This is an optimization exercise on Yosys and OpenROAD, whose aim is small area and few clock cycles per item, not a production implementation.
In this exercise RTL edits were held to simulation tests only and were not proved equivalent to the original.
Power is estimated from default activity; no workload was simulated.

File: design/flow/config.mk
export PLATFORM = sky130hd
export DESIGN_NAME = controller_report_formatter_unit
export DESIGN_NICKNAME = controller_report_formatter_unit
export VERILOG_FILES = /design/flow/design.v
export SDC_FILE = /design/flow/constraint.sdc
export NUM_CORES = 4
export LEC_CHECK = 0
export CAP_MARGIN = 20
export CORE_MARGIN = 2
export CORE_UTILIZATION = 40
export SLEW_MARGIN = 20
File: design/flow/constraint.sdc
create_clock -name core_clock -period 8.0 [get_ports {i_clk}]
set_input_delay 1.6000 -clock core_clock [delete_from_list [all_inputs] [get_ports {i_clk}]]
set_output_delay 1.6000 -clock core_clock [all_outputs]
set_load 0.01 [all_outputs]
File: design/flow/design.v
package crf_pkg;
    localparam int CHAN_W  = 2;
    localparam int BTN_W   = 9;
    localparam int DPAD_W  = 4;
    localparam int AXIS_W  = 10;
    localparam int LEVEL_W = 10;
    localparam int MODE_W  = 8;
    localparam int RPT_W   = 13;
    localparam int VAL_W   = 8;
    localparam int BTN_A     = 0;
    localparam int BTN_B     = 1;
    localparam int BTN_X     = 2;
    localparam int BTN_Y     = 3;
    localparam int BTN_SHR   = 4;
    localparam int BTN_TL    = 5;
    localparam int BTN_TR    = 6;
    localparam int BTN_START = 7;
    localparam int BTN_SYS   = 8;
    localparam int PAD_UP = 0;
    localparam int PAD_DN = 1;
    localparam int PAD_RT = 2;
    localparam int PAD_LT = 3;
    localparam int STICK_GAIN   = 55;
    localparam int STICK_OFFSET = 127 * 256;
    localparam int STICK_NUM_W  = 18;
    localparam int TRIG_SHIFT  = 20;
    localparam int TRIG_RECIP  = 523240;
    localparam int TRIG_PROD_W = LEVEL_W + TRIG_SHIFT;
    localparam logic [VAL_W-1:0] VAL_MAX     = 8'd255;
    localparam logic [VAL_W-1:0] TRIG_KNEE   = 8'd245;
    localparam logic [MODE_W-1:0] MODE_TRIG_NIB  = 8'd0;
    localparam logic [MODE_W-1:0] MODE_STICK_NIB = 8'd1;
    localparam logic [MODE_W-1:0] MODE_BOTH_NIB  = 8'd2;
    localparam logic [MODE_W-1:0] MODE_AB_ZERO   = 8'd4;
    typedef struct packed {
        logic [CHAN_W-1:0]         channel;
        logic [BTN_W-1:0]          button_bits;
        logic [DPAD_W-1:0]         dpad_bits;
        logic signed [AXIS_W-1:0]  axis_left_x;
        logic signed [AXIS_W-1:0]  axis_left_y;
        logic signed [AXIS_W-1:0]  axis_right_x;
        logic signed [AXIS_W-1:0]  axis_right_y;
        logic [LEVEL_W-1:0]        brake_level;
        logic [LEVEL_W-1:0]        throttle_level;
        logic [MODE_W-1:0]         analog_mode;
    } t_upd_item;
    typedef struct packed {
        logic [CHAN_W-1:0] out_channel;
        logic [RPT_W-1:0]  report_buttons;
        logic [VAL_W-1:0]  stick_lx;
        logic [VAL_W-1:0]  stick_ly;
        logic [VAL_W-1:0]  stick_rx;
        logic [VAL_W-1:0]  stick_ry;
        logic [VAL_W-1:0]  trig_left;
        logic [VAL_W-1:0]  trig_right;
    } t_rpt_item;
    typedef struct packed {
        logic [VAL_W-1:0] level;
        logic             btn;
    } t_trig;
endpackage
module crf_stick_scale (
    input  logic signed [crf_pkg::AXIS_W:0] i_axis,    
    output logic [crf_pkg::VAL_W-1:0]       o_value
);
    logic signed [crf_pkg::STICK_NUM_W-1:0] w_num;
    assign w_num = crf_pkg::STICK_NUM_W'(i_axis) * crf_pkg::STICK_NUM_W'(signed'(crf_pkg::STICK_GAIN))
                 + crf_pkg::STICK_NUM_W'(signed'(crf_pkg::STICK_OFFSET));
    always_comb begin
        if (w_num[crf_pkg::STICK_NUM_W-1]) begin
            o_value = '0;
        end else if (|w_num[crf_pkg::STICK_NUM_W-2:crf_pkg::VAL_W+8]) begin
            o_value = crf_pkg::VAL_MAX;
        end else begin
            o_value = w_num[crf_pkg::VAL_W+7:8];
        end
    end
endmodule
module crf_trig_scale (
    input  logic [crf_pkg::LEVEL_W-1:0] i_level,
    input  logic                        i_btn,
    output crf_pkg::t_trig              o_trig
);
    logic [crf_pkg::TRIG_PROD_W-1:0] w_prod;
    logic [crf_pkg::LEVEL_W-1:0]     w_scaled;
    logic [crf_pkg::VAL_W-1:0]       w_sat;
    assign w_prod   = crf_pkg::TRIG_PROD_W'(i_level) * crf_pkg::TRIG_PROD_W'(crf_pkg::TRIG_RECIP);
    assign w_scaled = w_prod[crf_pkg::TRIG_PROD_W-1:crf_pkg::TRIG_SHIFT];
    assign w_sat    = (w_scaled > crf_pkg::LEVEL_W'(crf_pkg::VAL_MAX)) ? crf_pkg::VAL_MAX : w_scaled[crf_pkg::VAL_W-1:0];
    always_comb begin
        if (w_sat > crf_pkg::TRIG_KNEE) begin
            o_trig.level = i_btn ? crf_pkg::VAL_MAX : w_sat;
            o_trig.btn   = 1'b1;
        end else if (w_sat != '0) begin
            o_trig.level = w_sat;
            o_trig.btn   = 1'b0;
        end else begin
            o_trig.level = i_btn ? crf_pkg::VAL_MAX : '0;
            o_trig.btn   = i_btn;
        end
    end
endmodule
module crf_report_build (
    input  logic [crf_pkg::CHAN_W-1:0] i_channel,
    input  logic [crf_pkg::BTN_W-1:0]  i_buttons,
    input  logic [crf_pkg::DPAD_W-1:0] i_dpad,
    input  logic [crf_pkg::MODE_W-1:0] i_mode,
    input  logic [crf_pkg::VAL_W-1:0]  i_lx,
    input  logic [crf_pkg::VAL_W-1:0]  i_ly,
    input  logic [crf_pkg::VAL_W-1:0]  i_rx,
    input  logic [crf_pkg::VAL_W-1:0]  i_ry,
    input  crf_pkg::t_trig             i_tl,
    input  crf_pkg::t_trig             i_tr,
    output crf_pkg::t_rpt_item         o_rpt
);
    always_comb begin
        o_rpt.out_channel    = i_channel;
        o_rpt.report_buttons = {1'b1,
                                i_dpad[crf_pkg::PAD_RT], i_dpad[crf_pkg::PAD_LT],
                                i_dpad[crf_pkg::PAD_DN], i_dpad[crf_pkg::PAD_UP],
                                i_tr.btn, i_tl.btn, i_buttons[crf_pkg::BTN_SHR],
                                i_buttons[crf_pkg::BTN_START] | i_buttons[crf_pkg::BTN_SYS],
                                i_buttons[crf_pkg::BTN_Y], i_buttons[crf_pkg::BTN_X],
                                i_buttons[crf_pkg::BTN_B], i_buttons[crf_pkg::BTN_A]};
        o_rpt.stick_lx   = i_lx;
        o_rpt.stick_ly   = i_ly;
        o_rpt.stick_rx   = i_rx;
        o_rpt.stick_ry   = i_ry;
        o_rpt.trig_left  = i_tl.level;
        o_rpt.trig_right = i_tr.level;
        case (i_mode)
            crf_pkg::MODE_TRIG_NIB: begin
                o_rpt.trig_left  = i_tl.level >> 4;
                o_rpt.trig_right = i_tr.level >> 4;
            end
            crf_pkg::MODE_STICK_NIB: begin
                o_rpt.stick_rx = i_rx >> 4;
                o_rpt.stick_ry = i_ry >> 4;
            end
            crf_pkg::MODE_BOTH_NIB: begin
                o_rpt.trig_left  = i_tl.level >> 4;
                o_rpt.trig_right = i_tr.level >> 4;
                o_rpt.stick_rx   = i_rx >> 4;
                o_rpt.stick_ry   = i_ry >> 4;
            end
            crf_pkg::MODE_AB_ZERO: begin
                o_rpt.trig_left  = '0;
                o_rpt.trig_right = '0;
            end
            default: begin
            end
        endcase
    end
endmodule
module controller_report_formatter_unit (
    input  logic                              i_clk,
    input  logic                              i_rst_n,
    input  logic                              i_upd_valid,
    output logic                              o_upd_ready,
    input  logic [crf_pkg::CHAN_W-1:0]        i_upd_channel,
    input  logic [crf_pkg::BTN_W-1:0]         i_upd_button_bits,
    input  logic [crf_pkg::DPAD_W-1:0]        i_upd_dpad_bits,
    input  logic signed [crf_pkg::AXIS_W-1:0] i_upd_axis_left_x,
    input  logic signed [crf_pkg::AXIS_W-1:0] i_upd_axis_left_y,
    input  logic signed [crf_pkg::AXIS_W-1:0] i_upd_axis_right_x,
    input  logic signed [crf_pkg::AXIS_W-1:0] i_upd_axis_right_y,
    input  logic [crf_pkg::LEVEL_W-1:0]       i_upd_brake_level,
    input  logic [crf_pkg::LEVEL_W-1:0]       i_upd_throttle_level,
    input  logic [crf_pkg::MODE_W-1:0]        i_upd_analog_mode,
    output logic                              o_rpt_valid,
    input  logic                              i_rpt_ready,
    output logic [crf_pkg::CHAN_W-1:0]        o_rpt_out_channel,
    output logic [crf_pkg::RPT_W-1:0]         o_rpt_report_buttons,
    output logic [crf_pkg::VAL_W-1:0]         o_rpt_stick_lx,
    output logic [crf_pkg::VAL_W-1:0]         o_rpt_stick_ly,
    output logic [crf_pkg::VAL_W-1:0]         o_rpt_stick_rx,
    output logic [crf_pkg::VAL_W-1:0]         o_rpt_stick_ry,
    output logic [crf_pkg::VAL_W-1:0]         o_rpt_trig_left,
    output logic [crf_pkg::VAL_W-1:0]         o_rpt_trig_right
);
    logic       r_s1_valid;
    crf_pkg::t_upd_item  r_s1_item;
    logic       r_s2_valid;
    crf_pkg::t_rpt_item  r_s2_item;
    logic       w_s1_ready;
    logic       w_s2_ready;
    crf_pkg::t_upd_item  w_upd;
    crf_pkg::t_rpt_item  n_s2_item;
    logic signed [crf_pkg::AXIS_W:0] w_lx;
    logic signed [crf_pkg::AXIS_W:0] w_ly;
    logic signed [crf_pkg::AXIS_W:0] w_rx;
    logic signed [crf_pkg::AXIS_W:0] w_ry;
    logic [crf_pkg::VAL_W-1:0]       w_lx_val;
    logic [crf_pkg::VAL_W-1:0]       w_ly_val;
    logic [crf_pkg::VAL_W-1:0]       w_rx_val;
    logic [crf_pkg::VAL_W-1:0]       w_ry_val;
    crf_pkg::t_trig                  w_tl;
    crf_pkg::t_trig                  w_tr;
    assign w_s2_ready  = !r_s2_valid || i_rpt_ready;
    assign w_s1_ready  = !r_s1_valid || w_s2_ready;
    assign o_upd_ready = w_s1_ready;
    assign w_upd.channel        = i_upd_channel;
    assign w_upd.button_bits    = i_upd_button_bits;
    assign w_upd.dpad_bits      = i_upd_dpad_bits;
    assign w_upd.axis_left_x    = i_upd_axis_left_x;
    assign w_upd.axis_left_y    = i_upd_axis_left_y;
    assign w_upd.axis_right_x   = i_upd_axis_right_x;
    assign w_upd.axis_right_y   = i_upd_axis_right_y;
    assign w_upd.brake_level    = i_upd_brake_level;
    assign w_upd.throttle_level = i_upd_throttle_level;
    assign w_upd.analog_mode    = i_upd_analog_mode;
    always_ff @(posedge i_clk) begin
        if (!i_rst_n) begin
            r_s1_valid <= 1'b0;
        end else if (w_s1_ready) begin
            r_s1_valid <= i_upd_valid;
        end
    end
    always_ff @(posedge i_clk) begin
        if (w_s1_ready && i_upd_valid) begin
            r_s1_item <= w_upd;
        end
    end
    assign w_lx = (crf_pkg::AXIS_W+1)'(r_s1_item.axis_left_x);
    assign w_ly = -((crf_pkg::AXIS_W+1)'(r_s1_item.axis_left_y));
    assign w_rx = (crf_pkg::AXIS_W+1)'(r_s1_item.axis_right_x);
    assign w_ry = -((crf_pkg::AXIS_W+1)'(r_s1_item.axis_right_y));
    crf_stick_scale u_lx (.i_axis(w_lx), .o_value(w_lx_val));
    crf_stick_scale u_ly (.i_axis(w_ly), .o_value(w_ly_val));
    crf_stick_scale u_rx (.i_axis(w_rx), .o_value(w_rx_val));
    crf_stick_scale u_ry (.i_axis(w_ry), .o_value(w_ry_val));
    crf_trig_scale u_tl (
        .i_level (r_s1_item.brake_level),
        .i_btn   (r_s1_item.button_bits[crf_pkg::BTN_TL]),
        .o_trig  (w_tl)
    );
    crf_trig_scale u_tr (
        .i_level (r_s1_item.throttle_level),
        .i_btn   (r_s1_item.button_bits[crf_pkg::BTN_TR]),
        .o_trig  (w_tr)
    );
    crf_report_build u_build (
        .i_channel (r_s1_item.channel),
        .i_buttons (r_s1_item.button_bits),
        .i_dpad    (r_s1_item.dpad_bits),
        .i_mode    (r_s1_item.analog_mode),
        .i_lx      (w_lx_val),
        .i_ly      (w_ly_val),
        .i_rx      (w_rx_val),
        .i_ry      (w_ry_val),
        .i_tl      (w_tl),
        .i_tr      (w_tr),
        .o_rpt     (n_s2_item)
    );
    always_ff @(posedge i_clk) begin
        if (!i_rst_n) begin
            r_s2_valid <= 1'b0;
        end else if (w_s2_ready) begin
            r_s2_valid <= r_s1_valid;
        end
    end
    always_ff @(posedge i_clk) begin
        if (w_s2_ready && r_s1_valid) begin
            r_s2_item <= n_s2_item;
        end
    end
    assign o_rpt_valid          = r_s2_valid;
    assign o_rpt_out_channel    = r_s2_item.out_channel;
    assign o_rpt_report_buttons = r_s2_item.report_buttons;
    assign o_rpt_stick_lx       = r_s2_item.stick_lx;
    assign o_rpt_stick_ly       = r_s2_item.stick_ly;
    assign o_rpt_stick_rx       = r_s2_item.stick_rx;
    assign o_rpt_stick_ry       = r_s2_item.stick_ry;
    assign o_rpt_trig_left      = r_s2_item.trig_left;
    assign o_rpt_trig_right     = r_s2_item.trig_right;
endmodule
File: design/flow/run.sh
#!/bin/bash
# synth_recipe.tcl (not shown) runs the flow's synth.tcl, then flattens the netlist and writes it again
# the make line also repeats each setting of config.mk as NAME=value (left out here)
make -C /OpenROAD-flow-scripts/flow DESIGN_CONFIG=/design/flow/config.mk WORK_HOME=/design/flow/orfs CLKGATE_MAP_FILE= SYNTH_SCRIPT=/design/flow/synth_recipe.tcl finish
==> summary.md <==
| Metric | Value |
|---|---|
| Status | timing/DRC/antenna clean |
| Fin crit share | 83.9% |
| Maxcap violations | 0 |
| Setup TNS | 0 ns |
| Pwr/cell area | 437 nW/um^2 |
| Clock power frac | 9.4% |
| Final setup viols | 0 |
| Length of routed met3 wiring | 1580 um |
| CTS hold repair buffers | 0 |
| Diode count | 0 |
| Max VDD drop | 0.202 mV |
| RSZ-0062 raised after global routing | no |
| Net Count, Synth | 2,263 |
| Rows | 77 |
| Wire per inst | 15.5 um |
| Critical Path Sink | r_s2_item[14] |
| Vias in the first global route | 12,981 |
| Worst Path Arrival | 7.06 ns |
| Int Pwr | 4630 uW |
| CP top delay family | adder cells |
| Switching share of total power | 49.2% |
| Unique masters post-synth | 82 |
| CP Cell Sequence | fa_1, fa_1, inv_1, fa_1, inv_1, fa_1, inv_1, fa_1, inv_1, ha_1, a21oi_1, a21boi_1, a211oi_2, o21ai_1, o41ai_1, xor2_1, or4_4, o32a_4, and2_4, a21oi_1 |
| Leak pwr | 0.00963 uW |
| CTS sink count | 147 |
| H-tree depth | 4 |
| Placed Cells incl. Taps | 2,398 |
| Hold Path Depth | 0 |
| Drt via density | 4.94 |
| Most Frequent Cell on Critical Path | fa_1 |
| # DRC | 0 |
| CTS tree | yes |
| Met2 Routed Length | 18,100 um |
| Hpwl dp | 31,700 um |
| PortBufs | 150 |
| Uppermost layer routed | met4 |
| Yosys warns | 4 |
| Primary FF master, synth | edfxtp_1 |
| CP required | 8.34 ns |
| Type of origin of the critical path | register |
| GRT Total Usage | 17.5% |
| Crit path from | r_s1_item[25] |
| I/O pins | 152 |
| Clock slew at reported path FFs | 0.08 ns |
| Most numerous cell in the Yosys netlist | inv_1 |
| Initial antenna violation count | 0 |
| Reg2reg end | r_s2_item[14] |
| Pre-Repair DR Iteration Count | 5 |
| Die height | 216 um |
| Flops & latches, synth | 147 |
| CP Depth | 20 |
| Area Overhead vs Synth | 15.9% |
| Max_slew headroom | 40.6% |
| Fmax | 149 MHz |
| Sequential-to-total area share from yosys stat | 24.4% |
| Clk Latency, worst-skew pair | 0.50 ns |
| Share of layout cells above drive strength 1 | 4.30% |
| Hold slack | 0.422 ns |
| NetSw | 4490 uW |
| Mapped Avg Cell Area | 10.8 um^2 |
| Non-Filler Instances | 2,430 |
| Routed via count | 12,008 |
| CP max-delay cell | fa_1 |
| Post-CTS setup buffer count | 0 |
| Setup WS pre-CTS | 1.37 ns |
| Routed wire length | 37,700 um |
| Final ANT Viol Nets | 0 |
| GPL Wtd Cong | 0.861 |
| Kind of critical path | reg2reg |
| Skew final | 0.0148 ns |
| Top-area cell type share of the netlist area | 26.0% |
| Synth top area cells | fa_1 (26%), edfxtp_1 (24%), ha_1 (19%) |
| Delay of the slowest critical-path stage | 0.71 ns |
| Max clock buf depth | 2 |
| Number of CTS-inserted buffers | 17 |
| Post-synth top cells | inv_1 (390), ha_1 (274), fa_1 (234) |
| Worst slew pin tran | 0.888 ns |
| Hold Path Class | reg2reg |
| Initial core utilization | 40.7% |
| Post-Syn Instances | 1,668 |
| Area leader, netlist | fa_1 |
| Seq pwr share | 13.5% |
| Crit. End Element | register |
| Nets | 2,420 |
| Flop-to-flop setup slack | 1.29 ns |
| Post-Syn Area | 18,000 um^2 |
| Final Max Slew Viols | 0 |
| First-pass GRT wire length | 64,500 um |
| Final Hold Fails | 0 |
| Largest net degree at the start of global routing | 49 |
| Post-cts resize count | 0 |
| Die span in x | 216 um |
| Worst path bufs/invs | 4 |
| Remaining Overflow, GRT | 0 |
| Reg2Reg Depth | 20 |
| Root Buffer Master | clkbuf_16 |
| Core ar. | 44,300 um^2 |
| Min cycle time layout | 6.71 ns |
| Worst setup margin | 1.29 ns |
| Drt first-iter violations | 494 |
| Comb pwr share | 77.1% |
| Reg2reg start | r_s1_item[25] |
| Ys async rst share | 0% |
| Crit Path Max Fanout | 8 |
| Post-synth EDFFs | 145 |
| Full die area | 46,800 um^2 |
| WL met1 | 17,400 um |
-- layout make-up --
type | instances | area [um^2]
clock inverter | 15 | 201
sequential | 147 | 4390
timing repair buffer | 153 | 1520
tap | 592 | 741
clock buffer | 17 | 425
fill | 4088 | 23400
multi-input combinational | 1116 | 12100
inverter | 390 | 1460
-- registers in the layout, summed over array words and instances, names as in the netlist --
| signal | flops |
|---|---|
| r_s1_valid | 1 |
| r_s1_item | 83 |
| r_s2_valid | 1 |
| r_s2_item | 62 |
-- power groups by stage --
stage               Clock [uW]  Combinational, uW  Sequential [uW]
floorplan                    0               5360             1270
global placement             0               6850             1250
detailed placement           0               7010             1250
CTS                        897               7070             1240
global route               924               8040             1250
finish                     861               7030             1230
-- worst reg2reg max path: cells and delay by family (launching register included) --
kind	cells	cell delay, ns
DFF	1	0.53
AOI/OAI and AO/OA	7	1.76
buffers and inverters	4	0.21
and+or+nand+nor	2	0.69
adders and majority gates	6	3.15
xor gates and xnor gates	1	0.23
-- logic make-up after synthesis --
group                    Yosys count  share of synthesized area [%]
AO/OA/AOI/OAI                    254                           9.76
XOR/XNOR                          95                           4.62
adder cells (fa/ha/maj)          508                           45.0
buffers and inverters            405                           8.46
flip-flops                       147                           24.4
multiplexers                      13                          0.764
other                              1                         0.0208
AND/OR/NAND/NOR                  245                           6.97
-- routing by layer --
layer  GRT usage (%)  vias up
met5               0        -
met3            4.39       42
met1            22.4     5871
li1                -     5902
met4            5.11        0
met2            29.4      193
-- metrics by stage --
step / power, uW / util, % / area (um^2)
floorplan: 6630 / - / 18000
global placement: 8100 / 45.7 / 20200
detailed placement: 8260 / 45.7 / 20200
CTS: 9210 / 47.1 / 20900
global route: 10200 / 47.1 / 20900
finish: 9120 / 47.1 / 20900
-- cells in the final DEF (no fill, tap or decap), drive strengths merged, types with 8 or more instances in the layout --
cell,n
a211oi,15
a21o,24
a21oi,70
a31oi,23
and2,8
and3,8
clkbuf,17
clkdlybuf4s50,150
edfxtp,145
fa,234
ha,274
inv,398
nand2,49
nand2b,11
nand3,18
nor2,65
nor2b,10
nor3,30
o21a,13
o21ai,39
or3,10
xnor2,55
xor2,40
-- worst min-delay path by stage --
stage / from / endpoint / slack, ns
4_1_cts: r_s1_item[68] / r_s2_item[56] / 0.42
5_1_grt: r_s1_item[69] / r_s2_item[57] / 0.44
3_3_place_gp: r_s1_item[81] / r_s2_item[61] / 0.40
6_report: r_s1_item[68] / r_s2_item[56] / 0.42
3_5_place_dp: r_s1_item[74] / r_s2_item[50] / 0.41
2_1_floorplan: r_s1_item[72] / r_s2_item[48] / 0.40
Testbench counts, summed over its fixed seeds: cycles 16,016, items 16,000.

==> what the ideal ports hide <==
No port has a modelled driver above. Below, the same layout with a new extraction and two added sets of constraints.
Step 1: set_driving_cell puts a clkbuf_16 on i_clk and a buf_2 on each other input, an assumption about the parent block.
Step 2 also shifts input and output timing later by t, the mid clock arrival at the registers, as if the neighbouring blocks saw the same clock.
Three values: ideal ports, drivers, drivers and shift; two values: the first two.
t (ns): 0.539
slack for setup (ns): 1.287 / 1.287 / 1.287
worst hold slack (ns): 0.422 / 0.422 / 0.422
After both steps this run still meets setup and hold. For this run, drivers alone change the setup slack by 0.000 ns; drivers and shift together by 0.000 ns.
